From an optimization exercise on the open Yosys and OpenROAD flow, aimed at small area and few clock cycles per item; shortcuts taken in it are not production practice.
Power and IR drop assume default switching activity.

Setup of build 1:
// ref_seq_reader
module ref_seq_reader #(
  parameter int REF_LENGTH = 128,
  parameter int DRAM_WIDTH = 128,
  parameter int NB         = 4,    
  parameter int ASM        = 0,    
  parameter int BYP_D      = 1,    
  parameter int BYP_P      = 1     
) (
  input  logic                  clk,
  input  logic                  rst,
  input  logic [ref_seq_reader_pkg::ADDR_W-1:0] ref_addr_in,
  input  logic [ref_seq_reader_pkg::LEN_W-1:0] ref_length_in,
  input  logic                  ref_info_valid_in,
  output logic [2*REF_LENGTH-1:0] ref_seq_block_out,
  output logic                  ref_seq_block_valid_out,
  input  logic                  ref_seq_block_rdy_in,
  output logic [ref_seq_reader_pkg::ADDR_W-1:0] dram_rd_addr_out,
  output logic                  dram_rd_req_out,
  input  logic                  dram_rd_ack_in,
  input  logic [DRAM_WIDTH-1:0] dram_rd_data_in,
  input  logic                  dram_rd_data_valid_in,
  output logic                  busy_out,
  output logic                  job_overflow_out
);
  localparam int AW = ref_seq_reader_pkg::ADDR_W;
  localparam int LW = ref_seq_reader_pkg::LEN_W;
  localparam int DW = DRAM_WIDTH;
  localparam int PW = (NB > 1) ? $clog2(NB) : 1;
  localparam int RW = $clog2(NB + 1);
  logic          cur_valid;
  logic [AW-1:0] rd_addr;
  logic [LW:0]   rem;           
  logic          pend_valid;
  logic [AW-1:0] pend_addr;
  logic [LW-1:0] pend_len;
  logic          overflow;
  logic [RW-1:0] res;           
  logic [DW-1:0] mem_lo [NB];
  logic [DW-1:0] mem_hi [NB];
  logic [DW-1:0] asm_lo;
  logic [NB-1:0] full;
  logic [PW-1:0] wp, rp;
  logic          wh;
  logic desc_ok, credit, req, ack, last, take, pop, push, byp, valid;
  logic [PW-1:0] wp_inc, rp_inc;
  always_comb begin
    desc_ok = ref_info_valid_in & (ref_length_in != '0);
    byp     = (BYP_D != 0) & ~full[rp] & dram_rd_data_valid_in & wh;
    valid   = full[rp] | byp;
    pop     = valid & ref_seq_block_rdy_in;
    push    = dram_rd_data_valid_in & wh;
  ...
Size: about 3,700 cells after synthesis, about 1,100 flip-flops, ~470 I/O pins, roughly 46,000 sq um of cells after synthesis.
Settings: LEC_CHECK=0, ABC_AREA=1, CAP_MARGIN=20, CORE_MARGIN=2, CORE_UTILIZATION=45, CTS_BUF_LIST=sky130_fd_sc_hd__clkbuf_8, CTS_CLUSTER_SIZE=40, PLACE_DENSITY=0.6, SLEW_MARGIN=20; clock period 5.0 ns.
run.sh (not shown) runs the stock make flow with config.mk's settings and CLKGATE_MAP_FILE= SYNTH_SCRIPT=/design/flow/synth_recipe.tcl, a recipe that flattens the netlist after the stock synthesis.
Every stage of the flow completed for build 1, and the final layout passed the timing, DRC and antenna checks.
### build 1 -> build 97
- a change of CTS_BUF_LIST from sky130_fd_sc_hd__clkbuf_8 to sky130_fd_sc_hd__clkbuf_4
- a deleted ABC_AREA that had been 1
- a deleted CTS_CLUSTER_SIZE that had been 40
==> run summary <==
Taking build 1 as the reference point, the register-to-register slack of build 97 falls by 0.55 ns.
The lower combinational power of build 97 and build 1 is in build 97.
Internal power summed over all cells, build 97 and build 1: larger value in build 97
Max cell count across build 97 and build 1: build 1
Reported for build 97 and build 1, sequential cell count turned out identical to the last digit.
Build 97 vs. build 1: sequential share of cell area climbed 0.55 points; total of flip-flops plus latches after synthesis neither gained nor lost much; share of the core filled with cells picked up an extra 0.87 points.
The following lists how build 37 was set up differently from build 97:
- removing CTS_BUF_LIST (formerly sky130_fd_sc_hd__clkbuf_4)
Results
Having completed the whole flow, build 37 delivered a layout that passed the timing, DRC and antenna checks.
Number of vias per cell after detailed routing on build 37 is up relative to build 97.
On number of non-clock buffers in the layout, build 97 and build 37 are basically level.
Of build 37 and build 97, it is build 37 that has the lower cell count.
Between build 97 and build 37, the layout filler cell count is higher for build 97.
Looking at wire length, build 37 sits 1.7% below build 97.
Compare build 97 and build 37 | worst hold slack higher: build 37
On shortest period the worst path allows, build 37 does better than build 97.
Function was not checked in any run of this note: the RTL went through the layout flow alone.

-- separate check: timing with driven ports --
No port has a modelled driver above. Below, the same layouts with a new extraction and two added sets of constraints. Step 1 (the two cells are an assumption about what drives the block):
set clk [get_ports {clk}]
set_driving_cell -lib_cell sky130_fd_sc_hd__clkbuf_16 $clk
set_driving_cell -lib_cell sky130_fd_sc_hd__buf_2 [delete_from_list [all_inputs] $clk]
Step 2 adds t to the input delays and takes it off the output delays; t is the mean of the earliest and latest rising clock arrival at the registers after step 1. Input paths then give back, and output paths get back, about the clock's delay inside the block. Slacks: no drivers / after step 1 / after step 2; pairs: no drivers / after step 1.
| run | t, ns | setup WS [ns] | worst register clock-pin slew, ns | worst slew at a driven data input, ns |
|---|---|---|---|---|
| build 1 | 0.911 | 0.218 / 0.150 / 0.952 | 0.07 / 0.07 | 0.12 |
| build 97 | 1.154 | 0.270 / 0.201 / 0.629 | 0.07 / 0.07 | 0.11 |
| build 37 | 0.751 | 0.688 / 0.617 / 0.632 | 0.07 / 0.07 | 0.10 |
After both steps setup and hold are still met in every run listed. For build 37, which loses most, drivers alone change the setup slack by -0.071 ns; drivers and shift together by -0.056 ns.
